This design comes from an exercise in tuning for small area and a short achievable clock period on the open sky130 flow, not from production work. Function was checked by simulation only, so behaviour that the tests miss may differ from the original. Power is estimated from default activity; no workload was simulated.

==> flow/config.mk <==
export PLATFORM = sky130hd
export DESIGN_NAME = rsi_top
export DESIGN_NICKNAME = rsi_top
export VERILOG_FILES = /design/flow/design.v
export SDC_FILE = /design/flow/constraint.sdc
export NUM_CORES = 4
export LEC_CHECK = 0
export CAP_MARGIN = 20
export CORE_MARGIN = 2
export CORE_UTILIZATION = 40
export SLEW_MARGIN = 20
==> flow/constraint.sdc <==
create_clock -name core_clock -period 6.5 [get_ports {clk}]
set_input_delay 1.3000 -clock core_clock [delete_from_list [all_inputs] [get_ports {clk}]]
set_output_delay 1.3000 -clock core_clock [all_outputs]
set_load 0.01 [all_outputs]
==> flow/design.v <==
module price_window
(
    input  logic   clk,
    input  logic   reset,
    input  logic [16-1:0] price,
    input  logic   price_valid,
    input  logic   eod,
    output logic   sums_valid,
    output logic [20-1:0]   gain_sum,
    output logic [20-1:0]   total_sum
);
    localparam int PERIOD = 14;
    localparam int PTR_W  = $clog2(PERIOD);
    localparam int CNT_W  = $clog2(PERIOD + 1);
    logic [20-1:0] gain_buf [PERIOD];
    logic [20-1:0] loss_buf [PERIOD];
    logic [PTR_W-1:0] wr_ptr;
    logic [CNT_W-1:0] fill_cnt;
    logic [CNT_W-1:0] fill_next;
    logic [16-1:0] prev_price;
    logic   prev_set;
    logic [20-1:0] gain_acc;
    logic [20-1:0] loss_acc;
    logic [20-1:0] new_gain;
    logic [20-1:0] new_loss;
    logic [20-1:0] old_gain;
    logic [20-1:0] old_loss;
    logic take;
    logic push;
    logic window_full;
    assign take = price_valid && !eod;
    assign push = take && prev_set;
    assign window_full = (fill_cnt == CNT_W'(PERIOD));
    always_comb begin
        if (price > prev_price) begin
            new_gain = 20'(price - prev_price);
            new_loss = '0;
        end else begin
            new_gain = '0;
            new_loss = 20'(prev_price - price);
        end
        old_gain  = window_full ? gain_buf[wr_ptr] : '0;
        old_loss  = window_full ? loss_buf[wr_ptr] : '0;
        fill_next = window_full ? fill_cnt : fill_cnt + CNT_W'(1);
    end
    always_ff @(posedge clk) begin
        if (take) begin
            prev_price <= price;
        end
        if (push) begin
            gain_buf[wr_ptr] <= new_gain;
            loss_buf[wr_ptr] <= new_loss;
        end
    end
    always_ff @(posedge clk or posedge reset) begin
        if (reset) begin
            prev_set   <= 1'b0;
            wr_ptr     <= '0;
            fill_cnt   <= '0;
            gain_acc   <= '0;
            loss_acc   <= '0;
            sums_valid <= 1'b0;
        end else if (eod) begin
            prev_set   <= 1'b0;
            wr_ptr     <= '0;
            fill_cnt   <= '0;
            gain_acc   <= '0;
            loss_acc   <= '0;
            sums_valid <= 1'b0;
        end else begin
            sums_valid <= 1'b0;
            if (take) begin
                prev_set <= 1'b1;
            end
            if (push) begin
                gain_acc   <= gain_acc - old_gain + new_gain;
                loss_acc   <= loss_acc - old_loss + new_loss;
                wr_ptr     <= (wr_ptr == PTR_W'(PERIOD - 1)) ? '0 : wr_ptr + PTR_W'(1);
                fill_cnt   <= fill_next;
                sums_valid <= (fill_next == CNT_W'(PERIOD));
            end
        end
    end
    assign gain_sum  = gain_acc;
    assign total_sum = gain_acc + loss_acc;
endmodule
module rsi_divider
(
    input  logic clk,
    input  logic reset,
    input  logic sums_valid,
    input  logic [20-1:0] gain_sum,
    input  logic [20-1:0] total_sum,
    output logic quot_valid,
    output logic [7-1:0] quotient
);
    localparam int STAGES = 7;
    localparam int SUM_W  = 20;
    localparam int DVD_W  = 27;
    localparam logic [7-1:0] NEUTRAL_RSI = 7'(50);
    logic [STAGES:0] vld;
    logic zero_q [0:STAGES];
    logic [20-1:0] rem_q  [0:STAGES];
    logic [20-1:0] dvs_q  [0:STAGES];
    logic [7-1:0] quo_q  [0:STAGES];
    logic [SUM_W:0] trial [1:STAGES];
    logic           fits  [1:STAGES];
    logic [27-1:0] dividend;
    logic      total_zero;
    assign dividend   = 27'(gain_sum) * 27'(100);
    assign total_zero = (total_sum == '0);
    always_ff @(posedge clk or posedge reset) begin
        if (reset) begin
            vld <= '0;
        end else begin
            vld <= {vld[STAGES-1:0], sums_valid};
        end
    end
    always_comb begin
        for (int k = 1; k <= STAGES; k++) begin
            trial[k] = {rem_q[k-1], quo_q[k-1][STAGES-1]};
            fits[k]  = (trial[k] >= {1'b0, dvs_q[k-1]});
        end
    end
    always_ff @(posedge clk) begin
        zero_q[0] <= total_zero;
        dvs_q[0]  <= total_sum;
        if (total_zero) begin
            rem_q[0] <= '0;
            quo_q[0] <= NEUTRAL_RSI;
        end else begin
            rem_q[0] <= dividend[DVD_W-1 -: SUM_W];
            quo_q[0] <= dividend[STAGES-1:0];
        end
        for (int k = 1; k <= STAGES; k++) begin
            zero_q[k] <= zero_q[k-1];
            dvs_q[k]  <= dvs_q[k-1];
            if (zero_q[k-1]) begin
                rem_q[k] <= rem_q[k-1];
                quo_q[k] <= quo_q[k-1];
            end else if (fits[k]) begin
                rem_q[k] <= SUM_W'(trial[k] - {1'b0, dvs_q[k-1]});
                quo_q[k] <= {quo_q[k-1][STAGES-2:0], 1'b1};
            end else begin
                rem_q[k] <= trial[k][SUM_W-1:0];
                quo_q[k] <= {quo_q[k-1][STAGES-2:0], 1'b0};
            end
        end
    end
    assign quot_valid = vld[STAGES];
    assign quotient   = quo_q[STAGES];
endmodule
module signal_decision
(
    input  logic clk,
    input  logic reset,
    input  logic quot_valid,
    input  logic [7-1:0] quotient,
    output logic rsi_valid,
    output logic [7-1:0] rsi,
    output logic buy,
    output logic sell
);
    localparam logic [7-1:0] BUY_LEVEL  = 7'(30);
    localparam logic [7-1:0] SELL_LEVEL = 7'(70);
    localparam logic [7-1:0] RSI_MAX    = 7'(100);
    always_ff @(posedge clk) begin
        if (quot_valid) begin
            rsi <= quotient;
        end
    end
    always_ff @(posedge clk or posedge reset) begin
        if (reset) begin
            rsi_valid <= 1'b0;
            buy       <= 1'b0;
            sell      <= 1'b0;
        end else begin
            rsi_valid <= quot_valid;
            buy       <= quot_valid && (quotient < BUY_LEVEL);
            sell      <= quot_valid && (quotient > SELL_LEVEL);
        end
    end
endmodule
module rsi_top
(
    input  logic   clk,
    input  logic   reset,
    input  logic [16-1:0] price,
    input  logic   price_valid,
    input  logic   eod,
    output logic   rsi_valid,
    output logic [7-1:0]   rsi,
    output logic   buy,
    output logic   sell
);
    logic sums_valid;
    logic [20-1:0] gain_sum;
    logic [20-1:0] total_sum;
    logic quot_valid;
    logic [7-1:0] quotient;
    price_window price_window_i (
        .clk         (clk),
        .reset       (reset),
        .price       (price),
        .price_valid (price_valid),
        .eod         (eod),
        .sums_valid  (sums_valid),
        .gain_sum    (gain_sum),
        .total_sum   (total_sum)
    );
    rsi_divider rsi_divider_i (
        .clk        (clk),
        .reset      (reset),
        .sums_valid (sums_valid),
        .gain_sum   (gain_sum),
        .total_sum  (total_sum),
        .quot_valid (quot_valid),
        .quotient   (quotient)
    );
    signal_decision signal_decision_i (
        .clk        (clk),
        .reset      (reset),
        .quot_valid (quot_valid),
        .quotient   (quotient),
        .rsi_valid  (rsi_valid),
        .rsi        (rsi),
        .buy        (buy),
        .sell       (sell)
    );
endmodule
==> flow/run.sh <==
#!/bin/bash
# synth_recipe.tcl (not shown) runs the flow's synth.tcl, then flattens the netlist and writes it again
# the make line also repeats each setting of config.mk as NAME=value (left out here)
make -C /OpenROAD-flow-scripts/flow DESIGN_CONFIG=/design/flow/config.mk WORK_HOME=/design/flow/orfs CLKGATE_MAP_FILE= SYNTH_SCRIPT=/design/flow/synth_recipe.tcl finish
==> run summary <==
[cell usage after synthesis, types with 35 or more instances]
library cell and instances:
edfxtp_1 499, inv_1 416, clkbuf_1 98, xor2_1 62, nand3_1 42, dfrtp_1 61
nor2_1 198, nor2b_1 81, xnor2_1 114, nand2_1 231, dfxtp_1 341, a21oi_1 238
nand2b_1 38, mux4_2 134, nor3_1 42, mux2_2 129, ha_1 299, and2_1 35
a21o_1 84, o21ai_0 173, fa_1 62, o21a_1 39
[final cells by class]
cell class	count	area, µm²
timing repair buffer	273	2200
clock buffer	122	2560
tap	1500	1880
antenna	1	2.50
multi-input combinational	2360	20100
inverter	417	1570
fill	10244	60000
clock inverter	51	704
sequential	901	23300
[path summary, 6_finish.rpt]
| check | to | slack [ns] | from |
|---|---|---|---|
| hold reg to reg | rsi_divider_i.vld[6] | 0.35 | rsi_divider_i.vld[5] |
| min in group asynchronous | signal_decision_i.buy | 1.05 | reset |
| hold / removal | rsi_divider_i.vld[6] | 0.35 | rsi_divider_i.vld[5] |
| setup / recovery | price_window_i.loss_acc[16] | 0.33 | price[6] |
| setup reg to reg | price_window_i.loss_acc[16] | 0.82 | price_window_i.prev_price[1] |
| max in group asynchronous | price_window_i.wr_ptr[1] | 4.42 | reset |
[state kept, by name, indices dropped and copies added (netlist names)]
register / flops
price_window_i.gain_buf: 238
price_window_i.loss_buf: 238
rsi_divider_i.dvs_q: 140
rsi_divider_i.rem_q: 140
rsi_divider_i.quo_q: 54
price_window_i.gain_acc: 20
price_window_i.loss_acc: 20
price_window_i.prev_price: 16
rsi_divider_i.vld: 8
rsi_divider_i.zero_q: 7
signal_decision_i.rsi: 7
price_window_i.fill_cnt: 4
price_window_i.wr_ptr: 4
price_window_i.prev_set: 1
price_window_i.sums_valid: 1
signal_decision_i.buy: 1
signal_decision_i.rsi_valid: 1
signal_decision_i.sell: 1
[where the power goes]
| group | internal (µW) | switching (µW) |
|---|---|---|
| logic | 5240 | 5700 |
| registers | 7120 | 715 |
| clock network | 3290 | 2290 |
| total | 15700 | 8710 |
[timing repair]
item                                    CTS  global route
endpoints found under the setup margin    8            15
setup buffers                             1             1
resized for setup                         7            26
pin swaps                                 4            15
[logic make-up after synthesis]
kind of cell	Yosys count
AO/OA/AOI/OAI	739
XOR/XNOR	176
adder cells (fa/ha/maj)	361
buffers and inverters	542
flip-flops	901
multiplexers	289
AND/OR/NAND/NOR	795
[metal layers]
metal	GRT usage (%)	vias to the layer above
li1	-	14137
met3	2.38	130
met4	4.63	0
met2	31.1	518
met5	0	-
met1	24.8	14122
[per-stage QoR]
stage / utilization, % / setup TNS [ns]
after global placement: 43.6 / -11.12
after CTS: 46.5 / 0
final: 46.6 / 0
after detailed placement: 43.6 / -13.04
after global routing: 46.6 / 0
after floorplan: - / 0
==> results by group <==
Die
  • Die width: 340 µm
  • Core ar.: 112,000 µm²
  • Starting density of the core: 40.3%
  • Die height: 340 µm
  • Row cnt: 123
  • Die area: 116,000 µm²
  • Ports: 30

Logic synthesis
  • Register area share after synthesis: 51.6%
  • Share of the synthesized area in the top cell type: 33.1%
  • Post-Syn Nets: 4,184
  • Unique masters post-synth: 80
  • Compound-Gate Fraction of Synth Area: 10.3%
  • Post-Syn Instances: 3,803
  • Asr flop ratio synth: 6.77%
  • Avg Inst Size Synth: 11.9 µm²
  • Yosys warns: 9
  • XOR/XNOR share of the synthesized area: 3.41%
  • Mux contribution to synthesized area: 10.5%
  • Area share of fa/ha/maj cells after synthesis: 11.0%
  • Post-synth EDFFs: 499
  • Post-synthesis cell area: 45,200 µm²
  • Dominant synthesized flop cell: edfxtp_1
  • Synthesized flop and latch total: 901
  • Largest family of logic cells by synthesized area: adder cells
  • Simple-gate portion of the synthesized area: 8.68%
  • Yosys top cell by area: edfxtp_1
  • Largest cells by area after synthesis: edfxtp_1 33%, dfxtp_1 15%, ha_1 8.3%, mux4_2 6.7%, inv_1 3.5%

Final layout
  • Commonest non-fill, non-tap cell in the layout: edfxtp_1
  • Total Nets Final: 4,429
  • Non-filler cells, final: 5,625
  • Layout cells sized above 1: 17.5%
  • Area growth syn-to-layout: 15.7%
  • Commonest non-fill, non-tap cells in the layout: 499 x edfxtp_1, 415 x inv_1, 341 x dfxtp_1
  • Final Cell Area: 52,400 µm²

Detailed routing
  • 1st-pass router iterations: 5
  • DRT iter0 DRCs: 1,899
  • Via count: 28,907
  • Met3 wire len: 4260 µm
  • Drt drc: 0
  • Routed met2 length: 50,800 µm
  • Top layer in use: met4
  • Final wirelength: 106,000 µm
  • Met1 WL: 48,500 µm
  • Antenna Nets Post-Route: 0
  • Avg WL per Cell: 18.8 µm
  • Avg Vias per Cell: 5.14

Global route
  • Vias in the first global route: 28,813
  • Gr ovfl total: 0
  • Largest net degree at the start of global routing: 55
  • Global-route wire length before repair: 166,000 µm
  • Initial antenna violation count: 0
  • Tot GR Track Use: 18.3%

Run
  • Maxcap violations: 0

Clock network
  • CTS Hold Buffers Added: 0
  • CTS tree: yes
  • Clock Tree Root: clkbuf_16
  • CTS Buffer Depth: 3
  • H-tree depth: 3
  • Skew-Pair Late Insertion Delay: 0.69 ns
  • Clock sinks: 901
  • Clk slew on worst S/H paths: 0.06 ns
  • CTS Buf Count: 95

Setup path
  • Worst EP required: 7.06 ns
  • Worst-path maximum fanout: 4
  • Crit-path cells: clkdlybuf4s50_1, inv_1, ha_1, a21o_1, a21oi_1, a31oi_4, o41ai_4, nor2_2, o31ai_4, buf_6, nand2_1, fa_1, fa_1, nor2b_1, o31a_1, o41ai_2, buf_4, o31ai_4, o41ai_4, o211a_1, nand2b_1, a21oi_1, or4_1, o311ai_0
  • Critical Path End Type: register
  • Crit Path Class: input pin to register
  • CP bufs+invs: 4
  • Startpoint Class: input pin
  • Cells on worst reg2reg path: 26
  • Critical path's largest stage delay: 0.53 ns
  • CP max stage cell: clkdlybuf4s50_1
  • CP arrival: 6.73 ns
  • CP delay by family, top: compound AO/OA/AOI/OAI gates
  • CP Depth: 24

Hold path
  • Min-Delay Path Depth: 0
  • Hold Path Class: register to register

STA
  • Final period util: 94.8%
  • Worst-Margin Slew: 1.10 ns
  • Final hold slack: 0.348 ns
  • RSZ-0062 raised after global routing: false
  • Fin. max-slew vios: 0
  • Relative slew slack: 26.5%
  • Final hold viol count: 0
  • Clock Skew: 0.0414 ns
  • Fin crit period: 6.17 ns
  • Peak Freq: 162 MHz
  • Setup violators final: 0
  • PnR worst setup slack: 0.335 ns

Power
  • Total power divided by cell area: 465 nW/µm²
  • Final Power: 24,400 µW
  • Leak: 0.0207 µW
  • Max VDD drop: 272 µV

Placed design
  • Gp weighted congestion: 0.870
  • DPL Wire Length: 76,500 µm
  • Port Buf Inserts: 29
  • Placed cell area: 48,900 µm²
  • DP Cell Count: 5,449
  • Pre-CTS setup slack: -1.01 ns

Outcome
  • Status: timing/DRC/antenna clean

-- afterwards: timing with drivers on the ports --
The flow's constraints put no driver on any port. The routed layout listed below was extracted and timed again, unchanged, in two steps.
Step 1 (the two cells are an assumption about what drives the block):
set clk [get_ports {clk}]
set_driving_cell -lib_cell sky130_fd_sc_hd__clkbuf_16 $clk
set_driving_cell -lib_cell sky130_fd_sc_hd__buf_2 [delete_from_list [all_inputs] $clk]
Step 2 moves the port delays by t, midway between the first and last clock arrival at a register: inputs arrive t later, outputs are due t later. That takes back most of the time a late clock gives input paths.
Three values: ideal, step 1, step 2; two values: the first two.
t (ns): 0.740
setup WS [ns]: 0.335 / 0.344 / -0.396
cell pins on the clock port's net: 1
Met with ideal ports but missed after step 2: setup timing in this run. The setup slack of this run moves by +0.009 ns with the drivers and by -0.731 ns with both steps.
